Context: an optimization exercise on an open-source flow, tuned for small area, a short achievable clock period and few clock cycles. The choices shown serve that exercise and are no tape-out recipe.
RTL that was checked went through simulation tests only; none was proved equivalent to the original.
The clock input has no modelled driver; a real chip could not lean on it and would need a root buffer or a full tree.
Power figures rest on the tool's default switching activity, not on a simulated workload.

Setup of rev 12:
Design conv_input_feeder, start of the top module:
module conv_input_feeder (
    input  logic                          i_clk,
    input  logic                          i_rst,
    input  logic                          i_start,
    input  logic [23:0]                   i_geom,
    output logic                          o_rd_en,
    output logic [15:0]                   o_rd_addr,
    input  logic [63:0]                   i_rd_data,
    output logic [81:0]                   o_feed,
    output logic                          o_busy,
    output logic                          o_done
);
Size in the first run: roughly 940 cells after synthesis, roughly 190 flip-flops, about 190 I/O pins, about 8700 µm² of cells after synthesis.
==> flow/config.mk <==
export PLATFORM = sky130hd
export DESIGN_NAME = conv_input_feeder
export DESIGN_NICKNAME = conv_input_feeder
export VERILOG_FILES = /design/flow/design.v
export SDC_FILE = /design/flow/constraint.sdc
export NUM_CORES = 4
export LEC_CHECK = 0
export CAP_MARGIN = 20
export CORE_MARGIN = 2
export CORE_UTILIZATION = 40
export SLEW_MARGIN = 20
export BUFFER_PORTS_ARGS = -buffer_cell sky130_fd_sc_hd__buf_2
==> flow/constraint.sdc <==
create_clock -name core_clock -period 10.0 [get_ports {i_clk}]
set_input_delay 2.0000 -clock core_clock [delete_from_list [all_inputs] [get_ports {i_clk}]]
set_output_delay 2.0000 -clock core_clock [all_outputs]
set_load 0.01 [all_outputs]
standard.sh (not shown) runs the stock make flow with config.mk's settings and CLKGATE_MAP_FILE= SYNTH_SCRIPT=/design/flow/synth_recipe.tcl, a recipe that flattens the netlist after the stock synthesis.
==> flow/flow/run.sh <==
#!/bin/bash
# The standard layout, with buf_2 as the port buffers instead of the
# delay cells buffer_ports picks by default. Logs stay in this folder.
set -euo pipefail
echo 'export BUFFER_PORTS_ARGS = -buffer_cell sky130_fd_sc_hd__buf_2' >> "$FLOW_CONFIG"
bash standard.sh > standard.log 2>&1
Rev 12: full flow OK, the timing, DRC and antenna checks passed
Input-level comparison between rev 13 and rev 12:
diff --git a/flow/flow/run.sh b/flow/flow/run.sh
--- a/flow/flow/run.sh
+++ b/flow/flow/run.sh
@@ -4,3 +4,3 @@
 set -euo pipefail
 echo 'export BUFFER_PORTS_ARGS = -buffer_cell sky130_fd_sc_hd__buf_2' >> "$FLOW_CONFIG"
-bash standard.sh > standard.log 2>&1
+bash standard.sh SETUP_SLACK_MARGIN=7.0 finish > standard.log 2>&1
### Flow results
- Looking at rev 12 and rev 13, the average wire length per cell after detail routing is a wash.
- Status: worst hold slack parity (rev 12, rev 13)
- Rev 13 — peak ir drop on the vdd network 0.0012 mV higher, rev 12 as reference
- Where post-route worst setup slack is concerned, rev 12 is outperformed by rev 13.
- Timing-limited maximum frequency grows by a few percent when moving from rev 12 to rev 13.
- Rev 13 ran to completion and came out clean on the timing, DRC and antenna checks.
- [compare] base=rev 12 new=rev 13: first-iteration DRC count went down 29%, proportion of power drawn by flip-flops and latches now larger, proportion of power drawn by the clock network decreased 1.9 points, sequential share of cell area decreased by 0.98 points relative to the old numbers.
- In the tables for rev 12 and rev 13, met1 routing resource usage after global routing reads lower with rev 13.
No run of this note included a check of the RTL's function; only the layout flow was run.

========
== the baseline ==
conv_input_feeder, a different RTL version from the one above (not shown whole).
Size: ~900 cells after synthesis, about 170 flip-flops, roughly 8300 sq um of cells after synthesis.
==> flow/config.mk <==
export PLATFORM = sky130hd
export DESIGN_NAME = conv_input_feeder
export DESIGN_NICKNAME = conv_input_feeder
export VERILOG_FILES = /design/flow/design.v
export SDC_FILE = /design/flow/constraint.sdc
export NUM_CORES = 4
export LEC_CHECK = 0
export CAP_MARGIN = 20
export CORE_MARGIN = 2
export CORE_UTILIZATION = 60
export SLEW_MARGIN = 20
export BUFFER_PORTS_ARGS = -buffer_cell sky130_fd_sc_hd__buf_1
export PRE_CTS_TCL = /design/flow/flow/manual_cts.tcl
export MAN_CTS_LEAVES = 8
export MAN_CTS_MIDS = 4
export MAN_CTS_LEAF_CELL = sky130_fd_sc_hd__clkbuf_16
export MAN_CTS_MID_CELL = sky130_fd_sc_hd__clkbuf_8
export MAN_SIZE_OUTPUTS = 1
==> flow/constraint.sdc <==
create_clock -name core_clock -period 10.0 [get_ports {i_clk}]
set_input_delay 2.0000 -clock core_clock [delete_from_list [all_inputs] [get_ports {i_clk}]]
set_output_delay 2.0000 -clock core_clock [all_outputs]
set_load 0.01 [all_outputs]
==> flow/flow/run.sh <==
#!/bin/bash
# The standard layout (standard.sh, unchanged synthesis) with two changes:
#  - the port buffers are buf_1 (buf_2 on outputs, see below) instead of
#    the delay cells buffer_ports picks by default;
#  - clock tree: manual_cts.tcl replaces TritonCTS's H-tree with a balanced
#    two-level tree (the port drives 4 clkbuf_8, each driving 2 clkbuf_16
#    that drive one eighth of the registers, split by position), and
#    before it each output port buffer, the gate in front of it and the
#    flip-flops feeding that gate, and flip-flops with a large fanout, are
#    given a larger drive strength.
# The tool output goes to standard.log in this folder.
set -euo pipefail
here=$(pwd)
{
  echo 'export BUFFER_PORTS_ARGS = -buffer_cell sky130_fd_sc_hd__buf_1'
  echo "export PRE_CTS_TCL = $here/flow/manual_cts.tcl"
  echo 'export MAN_CTS_LEAVES = 8'
  echo 'export MAN_CTS_MIDS = 4'
  echo 'export MAN_CTS_LEAF_CELL = sky130_fd_sc_hd__clkbuf_16'
  echo 'export MAN_CTS_MID_CELL = sky130_fd_sc_hd__clkbuf_8'
  echo 'export MAN_SIZE_OUTPUTS = 1'
} >> "$FLOW_CONFIG"
bash standard.sh > standard.log 2>&1
==> flow/flow/manual_cts.tcl <==
# Clock tree: the clock port drives a few clkbuf_16, each driving the clock
# pins of one quarter of the registers (split by x, then by y), placed at
# the quarter's centre. Replaces TritonCTS's H-tree, which puts two levels
# of buffers between the port and the registers in a design this small.
proc man_cts_split {items key} {
  set sorted [lsort -real -index $key $items]
  set n [llength $sorted]
  set h [expr {$n / 2}]
  return [list [lrange $sorted 0 [expr {$h - 1}]] [lrange $sorted $h end]]
}

proc man_cts_build {nleaf nmid leaf_cell mid_cell} {
  set block [ord::get_db_block]
  set clk_net [$block findNet i_clk]
  set leaf_master [[ord::get_db] findMaster $leaf_cell]
  set mid_master [[ord::get_db] findMaster $mid_cell]
  set sinks {}
  foreach it [$clk_net getITerms] {
    set inst [$it getInst]
    set box [$inst getBBox]
    set x [expr {([$box xMin] + [$box xMax]) / 2.0}]
    set y [expr {([$box yMin] + [$box yMax]) / 2.0}]
    lappend sinks [list $it $x $y]
  }
  puts "manual cts: [llength $sinks] clock sinks"
  set groups [list $sinks]
  while {[llength $groups] < $nleaf} {
    set next {}
    foreach g $groups {
      # split along the longer side
      set xs {}; set ys {}
      foreach s $g { lappend xs [lindex $s 1]; lappend ys [lindex $s 2] }
      set dx [expr {[tcl::mathfunc::max {*}$xs] - [tcl::mathfunc::min {*}$xs]}]
      set dy [expr {[tcl::mathfunc::max {*}$ys] - [tcl::mathfunc::min {*}$ys]}]
      set key [expr {$dx >= $dy ? 1 : 2}]
      lappend next {*}[man_cts_split $g $key]
    }
    set groups $next
  }
  # leaves at their group centres; with nmid > 0, groups of leaves share a
  # mid buffer driven by the port, else the port drives the leaves
  set leaves {}
  set i 0
  foreach g $groups {
    set sx 0.0; set sy 0.0
    foreach s $g { set sx [expr {$sx + [lindex $s 1]}]; set sy [expr {$sy + [lindex $s 2]}] }
    set cx [expr {int($sx / [llength $g])}]
    set cy [expr {int($sy / [llength $g])}]
    set inst [odb::dbInst_create $block $leaf_master "clkbuf_man_$i"]
    set net [odb::dbNet_create $block "clknet_man_$i"]
    $net setSigType CLOCK
    [$inst findITerm X] connect $net
    foreach s $g {
      set it [lindex $s 0]
      $it disconnect
      $it connect $net
    }
    $inst setLocation $cx $cy
    $inst setPlacementStatus PLACED
    lappend leaves [list $inst $cx $cy]
    puts "manual cts: clkbuf_man_$i drives [llength $g] sinks at ($cx, $cy)"
    incr i
  }
  if {$nmid == 0} {
    foreach l $leaves { [[lindex $l 0] findITerm A] connect $clk_net }
    return
  }
  set per [expr {[llength $leaves] / $nmid}]
  for {set m 0} {$m < $nmid} {incr m} {
    set part [lrange $leaves [expr {$m * $per}] [expr {($m + 1) * $per - 1}]]
    set sx 0.0; set sy 0.0
    foreach l $part { set sx [expr {$sx + [lindex $l 1]}]; set sy [expr {$sy + [lindex $l 2]}] }
    set cx [expr {int($sx / [llength $part])}]
    set cy [expr {int($sy / [llength $part])}]
    set inst [odb::dbInst_create $block $mid_master "clkbuf_man_mid_$m"]
    set net [odb::dbNet_create $block "clknet_man_mid_$m"]
    $net setSigType CLOCK
    [$inst findITerm A] connect $clk_net
    [$inst findITerm X] connect $net
    foreach l $part { [[lindex $l 0] findITerm A] connect $net }
    $inst setLocation $cx $cy
    $inst setPlacementStatus PLACED
    puts "manual cts: clkbuf_man_mid_$m drives [llength $part] leaves at ($cx, $cy)"
  }
}

rename clock_tree_synthesis orfs_clock_tree_synthesis
proc clock_tree_synthesis {args} {
  if {[info exists ::env(MAN_SIZE_OUTPUTS)] && $::env(MAN_SIZE_OUTPUTS)} { man_size_outputs }
  man_cts_build $::env(MAN_CTS_LEAVES) $::env(MAN_CTS_MIDS) $::env(MAN_CTS_LEAF_CELL) $::env(MAN_CTS_MID_CELL)
}

# Output paths: upsize each output port buffer (to buf_2), the gate in front
# of it and the flip-flops feeding that gate; also flip-flops with a large
# fanout (drive strength only; the cell functions stay).
proc man_upsize {inst from to} {
  set m [$inst getMaster]
  if {[$m getName] eq $from} {
    set nm [[ord::get_db] findMaster $to]
    $inst swapMaster $nm
    return 1
  }
  return 0
}

proc man_driver_inst {iterm} {
  set net [$iterm getNet]
  if {$net eq "NULL" || $net eq ""} { return "" }
  foreach it [$net getITerms] {
    if {[$it isOutputSignal]} { return [$it getInst] }
  }
  return ""
}

proc man_size_outputs {} {
  set block [ord::get_db_block]
  set n 0
  foreach bt [$block getBTerms] {
    if {[$bt getIoType] ne "OUTPUT"} { continue }
    set net [$bt getNet]
    set buf ""
    foreach it [$net getITerms] { if {[$it isOutputSignal]} { set buf [$it getInst] } }
    if {$buf eq ""} { continue }
    incr n [man_upsize $buf sky130_fd_sc_hd__buf_1 sky130_fd_sc_hd__buf_2]
    set g [man_driver_inst [$buf findITerm A]]
    if {$g eq ""} { continue }
    set gm [[$g getMaster] getName]
    if {[string match *dfxtp_1 $gm]} {
      incr n [man_upsize $g sky130_fd_sc_hd__dfxtp_1 sky130_fd_sc_hd__dfxtp_2]
      continue
    }
    incr n [man_upsize $g sky130_fd_sc_hd__and2_1 sky130_fd_sc_hd__and2_2]
    foreach it [$g getITerms] {
      if {![$it isInputSignal]} { continue }
      set f [man_driver_inst $it]
      if {$f eq ""} { continue }
      incr n [man_upsize $f sky130_fd_sc_hd__dfxtp_1 sky130_fd_sc_hd__dfxtp_2]
    }
  }
  puts "manual sizing: $n cells upsized on output paths"
  # flip-flops driving many loads
  set n 0
  foreach inst [$block getInsts] {
    set m [[$inst getMaster] getName]
    if {![string match *__dfxtp_* $m]} { continue }
    set q [$inst findITerm Q]
    set net [$q getNet]
    if {$net eq "NULL" || $net eq ""} { continue }
    set fo [expr {[llength [$net getITerms]] - 1}]
    if {$fo >= 12} {
      incr n [man_upsize $inst sky130_fd_sc_hd__dfxtp_1 sky130_fd_sc_hd__dfxtp_4]
      incr n [man_upsize $inst sky130_fd_sc_hd__dfxtp_2 sky130_fd_sc_hd__dfxtp_4]
    } elseif {$fo >= 6} {
      incr n [man_upsize $inst sky130_fd_sc_hd__dfxtp_1 sky130_fd_sc_hd__dfxtp_2]
    }
  }
  puts "manual sizing: $n flip-flops with large fanout upsized"
}
The baseline: no failed stages, no open violations at the end
Testbench counts of the baseline, summed over its fixed seeds: cycles 58,660.
Input-level comparison between the candidate and the baseline:
-- flow/flow/run.sh --
<<< the baseline, line 9
#    flip-flops feeding that gate, and flip-flops with a large fanout, are
#    given a larger drive strength.
>>> the candidate, line 9
#    flip-flops feeding that gate are given the next drive strength.
-- flow/flow/manual_cts.tcl --
<<< the baseline, line 94
# of it and the flip-flops feeding that gate; also flip-flops with a large
# fanout (drive strength only; the cell functions stay).
>>> the candidate, line 94
# of it and the flip-flops feeding that gate (drive strength only; the cell
# functions stay).
<<< the baseline, line 141
  # flip-flops driving many loads
  set n 0
  foreach inst [$block getInsts] {
    set m [[$inst getMaster] getName]
    if {![string match *__dfxtp_* $m]} { continue }
    set q [$inst findITerm Q]
    set net [$q getNet]
    if {$net eq "NULL" || $net eq ""} { continue }
    set fo [expr {[llength [$net getITerms]] - 1}]
    if {$fo >= 12} {
      incr n [man_upsize $inst sky130_fd_sc_hd__dfxtp_1 sky130_fd_sc_hd__dfxtp_4]
      incr n [man_upsize $inst sky130_fd_sc_hd__dfxtp_2 sky130_fd_sc_hd__dfxtp_4]
    } elseif {$fo >= 6} {
      incr n [man_upsize $inst sky130_fd_sc_hd__dfxtp_1 sky130_fd_sc_hd__dfxtp_2]
    }
  }
  puts "manual sizing: $n flip-flops with large fanout upsized"
>>> the candidate, line 141
Notes after the runs:
- The candidate did not stop at any stage, and its layout met the timing, DRC and antenna checks.
- The candidate vs. the baseline: global-route usage closely matched the old numbers, post-CTS setup buffer count closely matched the old numbers.
- Final worst slack of the baseline is on par with the candidate.
In every run of this note, the design's own scripts or RTL, not TritonCTS, make the clock network.

========
Another version of the RTL of conv_input_feeder (not shown whole).
Size in the first run: ~920 cells after synthesis, ~170 flip-flops, about 190 I/O pins, roughly 0.0086 sq mm of cells after synthesis.
## conv_input_feeder
module conv_input_feeder (
    input  logic                          i_clk,
    input  logic                          i_rst,
    input  logic                          i_start,
    input  logic [23:0]                   i_geom,
    output logic                          o_rd_en,
    output logic [15:0]                   o_rd_addr,
    input  logic [63:0]                   i_rd_data,
    output logic [81:0]                   o_feed,
    output logic                          o_busy,
    output logic                          o_done
);
    logic        busy;
    logic        idle;        
    logic        rd_en;
    logic        done;
    logic        mode_a;      
    logic        mode_b;      
    logic [2:0]  p8;
    logic [7:0]  g_h;         
    logic [7:0]  g_c;         
    logic [7:0]  acc;         
    logic [8:0]  mul_sum;
    logic [15:0] raddr;       
    logic        op_prod;     
    logic        op_run;
    logic        op_neg;
    logic        op_cin;
    logic        gen;         
    logic [7:0]  cw;          
    logic        row0;        
    logic        z2;          
    logic [3:1]  ed;          
    logic [7:6]  ed_hi;
    logic [8:1]  vd;          
  ...
export LEC_CHECK = 0
export CAP_MARGIN = 20
export CORE_MARGIN = 2
export CORE_UTILIZATION = 40
export SLEW_MARGIN = 20
export BUFFER_PORTS_ARGS = -buffer_cell sky130_fd_sc_hd__buf_2
export PRE_CTS_TCL = /design/flow/flow/manual_cts.tcl
export MAN_CTS_LEAVES = 8
export MAN_CTS_MIDS = 4
export MAN_CTS_LEAF_CELL = sky130_fd_sc_hd__clkbuf_16
export MAN_CTS_MID_CELL = sky130_fd_sc_hd__clkbuf_8
export MAN_SIZE_OUTPUTS = 1
create_clock -name core_clock -period 10.0 [get_ports {i_clk}]
==> flow/flow/run.sh <==
#!/bin/bash
# The standard layout (standard.sh, unchanged synthesis) with two changes:
#  - the port buffers are buf_2 instead of the delay cells buffer_ports
#    picks by default;
#  - clock tree: manual_cts.tcl replaces TritonCTS's H-tree with a balanced
#    two-level tree (the port drives 4 clkbuf_8, each driving 2 clkbuf_16
#    that drive one eighth of the registers, split by position), and
#    before it the gate in front of each output port buffer and the
#    flip-flops feeding it are given the next drive strength.
# The tool output goes to standard.log in this folder.
set -euo pipefail
here=$(pwd)
{
  echo 'export BUFFER_PORTS_ARGS = -buffer_cell sky130_fd_sc_hd__buf_2'
  echo "export PRE_CTS_TCL = $here/flow/manual_cts.tcl"
  echo 'export MAN_CTS_LEAVES = 8'
  echo 'export MAN_CTS_MIDS = 4'
  echo 'export MAN_CTS_LEAF_CELL = sky130_fd_sc_hd__clkbuf_16'
  echo 'export MAN_CTS_MID_CELL = sky130_fd_sc_hd__clkbuf_8'
  echo 'export MAN_SIZE_OUTPUTS = 1'
} >> "$FLOW_CONFIG"
bash standard.sh > standard.log 2>&1
==> flow/flow/manual_cts.tcl <==
# Clock tree: the clock port drives a few clkbuf_16, each driving the clock
# pins of one quarter of the registers (split by x, then by y), placed at
# the quarter's centre. Replaces TritonCTS's H-tree, which puts two levels
# of buffers between the port and the registers in a design this small.
proc man_cts_split {items key} {
  set sorted [lsort -real -index $key $items]
  set n [llength $sorted]
  set h [expr {$n / 2}]
  return [list [lrange $sorted 0 [expr {$h - 1}]] [lrange $sorted $h end]]
}

proc man_cts_build {nleaf nmid leaf_cell mid_cell} {
  set block [ord::get_db_block]
  set clk_net [$block findNet i_clk]
  set leaf_master [[ord::get_db] findMaster $leaf_cell]
  set mid_master [[ord::get_db] findMaster $mid_cell]
  set sinks {}
  foreach it [$clk_net getITerms] {
    set inst [$it getInst]
    set box [$inst getBBox]
    set x [expr {([$box xMin] + [$box xMax]) / 2.0}]
    set y [expr {([$box yMin] + [$box yMax]) / 2.0}]
    lappend sinks [list $it $x $y]
  }
  puts "manual cts: [llength $sinks] clock sinks"
  set groups [list $sinks]
  while {[llength $groups] < $nleaf} {
    set next {}
    foreach g $groups {
      # split along the longer side
      set xs {}; set ys {}
      foreach s $g { lappend xs [lindex $s 1]; lappend ys [lindex $s 2] }
      set dx [expr {[tcl::mathfunc::max {*}$xs] - [tcl::mathfunc::min {*}$xs]}]
      set dy [expr {[tcl::mathfunc::max {*}$ys] - [tcl::mathfunc::min {*}$ys]}]
      set key [expr {$dx >= $dy ? 1 : 2}]
      lappend next {*}[man_cts_split $g $key]
    }
    set groups $next
  }
  # leaves at their group centres; with nmid > 0, groups of leaves share a
  # mid buffer driven by the port, else the port drives the leaves
  set leaves {}
  set i 0
  foreach g $groups {
    set sx 0.0; set sy 0.0
    foreach s $g { set sx [expr {$sx + [lindex $s 1]}]; set sy [expr {$sy + [lindex $s 2]}] }
    set cx [expr {int($sx / [llength $g])}]
    set cy [expr {int($sy / [llength $g])}]
    set inst [odb::dbInst_create $block $leaf_master "clkbuf_man_$i"]
    set net [odb::dbNet_create $block "clknet_man_$i"]
    $net setSigType CLOCK
    [$inst findITerm X] connect $net
    foreach s $g {
      set it [lindex $s 0]
      $it disconnect
      $it connect $net
    }
    $inst setLocation $cx $cy
    $inst setPlacementStatus PLACED
    lappend leaves [list $inst $cx $cy]
    puts "manual cts: clkbuf_man_$i drives [llength $g] sinks at ($cx, $cy)"
    incr i
  }
  if {$nmid == 0} {
    foreach l $leaves { [[lindex $l 0] findITerm A] connect $clk_net }
    return
  }
  set per [expr {[llength $leaves] / $nmid}]
  for {set m 0} {$m < $nmid} {incr m} {
    set part [lrange $leaves [expr {$m * $per}] [expr {($m + 1) * $per - 1}]]
    set sx 0.0; set sy 0.0
    foreach l $part { set sx [expr {$sx + [lindex $l 1]}]; set sy [expr {$sy + [lindex $l 2]}] }
    set cx [expr {int($sx / [llength $part])}]
    set cy [expr {int($sy / [llength $part])}]
    set inst [odb::dbInst_create $block $mid_master "clkbuf_man_mid_$m"]
    set net [odb::dbNet_create $block "clknet_man_mid_$m"]
    $net setSigType CLOCK
    [$inst findITerm A] connect $clk_net
    [$inst findITerm X] connect $net
    foreach l $part { [[lindex $l 0] findITerm A] connect $net }
    $inst setLocation $cx $cy
    $inst setPlacementStatus PLACED
    puts "manual cts: clkbuf_man_mid_$m drives [llength $part] leaves at ($cx, $cy)"
  }
}

rename clock_tree_synthesis orfs_clock_tree_synthesis
proc clock_tree_synthesis {args} {
  if {[info exists ::env(MAN_SIZE_OUTPUTS)] && $::env(MAN_SIZE_OUTPUTS)} { man_size_outputs }
  man_cts_build $::env(MAN_CTS_LEAVES) $::env(MAN_CTS_MIDS) $::env(MAN_CTS_LEAF_CELL) $::env(MAN_CTS_MID_CELL)
}

# Output paths: upsize the gate in front of each output port buffer and the
# flip-flops feeding it (drive strength only; the cell functions stay).
proc man_upsize {inst from to} {
  set m [$inst getMaster]
  if {[$m getName] eq $from} {
    set nm [[ord::get_db] findMaster $to]
    $inst swapMaster $nm
    return 1
  }
  return 0
}

proc man_driver_inst {iterm} {
  set net [$iterm getNet]
  if {$net eq "NULL" || $net eq ""} { return "" }
  foreach it [$net getITerms] {
    if {[$it isOutputSignal]} { return [$it getInst] }
  }
  return ""
}

proc man_size_outputs {} {
  set block [ord::get_db_block]
  set n 0
  foreach bt [$block getBTerms] {
    if {[$bt getIoType] ne "OUTPUT"} { continue }
    set net [$bt getNet]
    set buf ""
    foreach it [$net getITerms] { if {[$it isOutputSignal]} { set buf [$it getInst] } }
    if {$buf eq ""} { continue }
    set g [man_driver_inst [$buf findITerm A]]
    if {$g eq ""} { continue }
    set gm [[$g getMaster] getName]
    if {[string match *dfxtp_1 $gm]} {
      incr n [man_upsize $g sky130_fd_sc_hd__dfxtp_1 sky130_fd_sc_hd__dfxtp_2]
      continue
    }
    incr n [man_upsize $g sky130_fd_sc_hd__and2_1 sky130_fd_sc_hd__and2_2]
    foreach it [$g getITerms] {
      if {![$it isInputSignal]} { continue }
      set f [man_driver_inst $it]
      if {$f eq ""} { continue }
      incr n [man_upsize $f sky130_fd_sc_hd__dfxtp_1 sky130_fd_sc_hd__dfxtp_2]
    }
  }
  puts "manual sizing: $n cells upsized on output paths"
}
The first run passed the timing, DRC and antenna checks.
Testbench counts at the start, summed over its fixed seeds: cycles 61,088.
==> next run, changes <==
--- a/flow/flow/run.sh
+++ b/flow/flow/run.sh
@@ -6,5 +6,3 @@
 #    two-level tree (the port drives 4 clkbuf_8, each driving 2 clkbuf_16
-#    that drive one eighth of the registers, split by position), and
-#    before it the gate in front of each output port buffer and the
-#    flip-flops feeding it are given the next drive strength.
+#    that drive one eighth of the registers, split by position).
 # The tool output goes to standard.log in this folder.
@@ -13,3 +11,3 @@
 {
-  echo 'export BUFFER_PORTS_ARGS = -buffer_cell sky130_fd_sc_hd__buf_2'
+  echo 'export BUFFER_PORTS_ARGS = -buffer_cell sky130_fd_sc_hd__buf_1'
   echo "export PRE_CTS_TCL = $here/flow/manual_cts.tcl"
BUFFER_PORTS_ARGS = -buffer_cell sky130_fd_sc_hd__buf_1   (was -buffer_cell sky130_fd_sc_hd__buf_2)
After rerunning: Clock skew is about the same; sequential share of layout area rises by 0.87 points; global-route usage falls by 0.60 points; wire length falls by 2.6%; worst setup slack loses 0.055 ns; fmax falls by 1.8%; total power falls by about 1.4%.
==> next run, changes <==
--- a/flow/flow/run.sh
+++ b/flow/flow/run.sh
@@ -11,3 +11,3 @@
 {
-  echo 'export BUFFER_PORTS_ARGS = -buffer_cell sky130_fd_sc_hd__buf_1'
+  echo 'export BUFFER_PORTS_ARGS = -buffer_cell sky130_fd_sc_hd__buf_2'
   echo "export PRE_CTS_TCL = $here/flow/manual_cts.tcl"
@@ -17,3 +17,2 @@
   echo 'export MAN_CTS_MID_CELL = sky130_fd_sc_hd__clkbuf_8'
-  echo 'export MAN_SIZE_OUTPUTS = 1'
 } >> "$FLOW_CONFIG"
BUFFER_PORTS_ARGS = -buffer_cell sky130_fd_sc_hd__buf_2   (was -buffer_cell sky130_fd_sc_hd__buf_1)
MAN_SIZE_OUTPUTS = default   (was 1)
Effect: The changed run finished clean. Hold slack hardly moves. Global-route usage came out higher by 0.51 points. Clock power barely changes. Sequential power stays flat. Combinational power barely changes. Power barely changes. Design area increases by 0.76%. First-iteration DRC count is lower by 4.3%. Utilization went up by 0.36 points. Die area does not change. Routed wire length rose by 1.9%.
==> next run, changes <==
--- a/flow/flow/run.sh
+++ b/flow/flow/run.sh
@@ -17,2 +17,3 @@
   echo 'export MAN_CTS_MID_CELL = sky130_fd_sc_hd__clkbuf_8'
+  echo 'export MAN_SIZE_OUTPUTS = 1'
 } >> "$FLOW_CONFIG"
MAN_SIZE_OUTPUTS = 1   (was default)
Die area stays the same.
Area after synthesis is unchanged.
Global-route usage hardly moves.
In every run of this note, the design's own scripts or RTL, not TritonCTS, make the clock network.

[port drivers added, routing unchanged]
How much do the figures lean on ideal ports? The routed layouts below were timed once more, with nothing changed but the port constraints. Step 1, drivers: a clkbuf_16 drives i_clk and a buf_2 each remaining input, both assumed. Step 2 moves the port delays by t, midway between the first and last clock arrival at a register: inputs arrive t later, outputs are due t later. That takes back most of the time a late clock gives input paths. a / b / c = no drivers / after step 1 / after step 2; a / b = the first two.
run	t, ns	slack for setup (ns)	hold slack, ns
rev 12	0.470	6.784 / 6.739 / 6.610	0.329 / 0.329 / 0.329
rev 13	0.477	6.892 / 6.848 / 6.787	0.328 / 0.328 / 0.328
the baseline	0.358	6.987 / 6.913 / 6.854	0.333 / 0.333 / 0.333
the candidate	0.358	6.985 / 6.912 / 6.838	0.333 / 0.333 / 0.333
the first run of note 3	0.371	7.004 / 6.926 / 7.012	0.333 / 0.333 / 0.333
the second run of note 3	0.367	6.949 / 6.874 / 6.986	0.335 / 0.335 / 0.335
the third run of note 3	0.371	6.902 / 6.825 / 7.012	0.333 / 0.333 / 0.333
the fourth run of note 3	0.371	7.004 / 6.926 / 7.012	0.333 / 0.333 / 0.333
After both steps every run listed still meets setup and hold. For rev 12, which loses most, drivers alone change the setup slack by -0.045 ns; drivers and shift together by -0.174 ns.
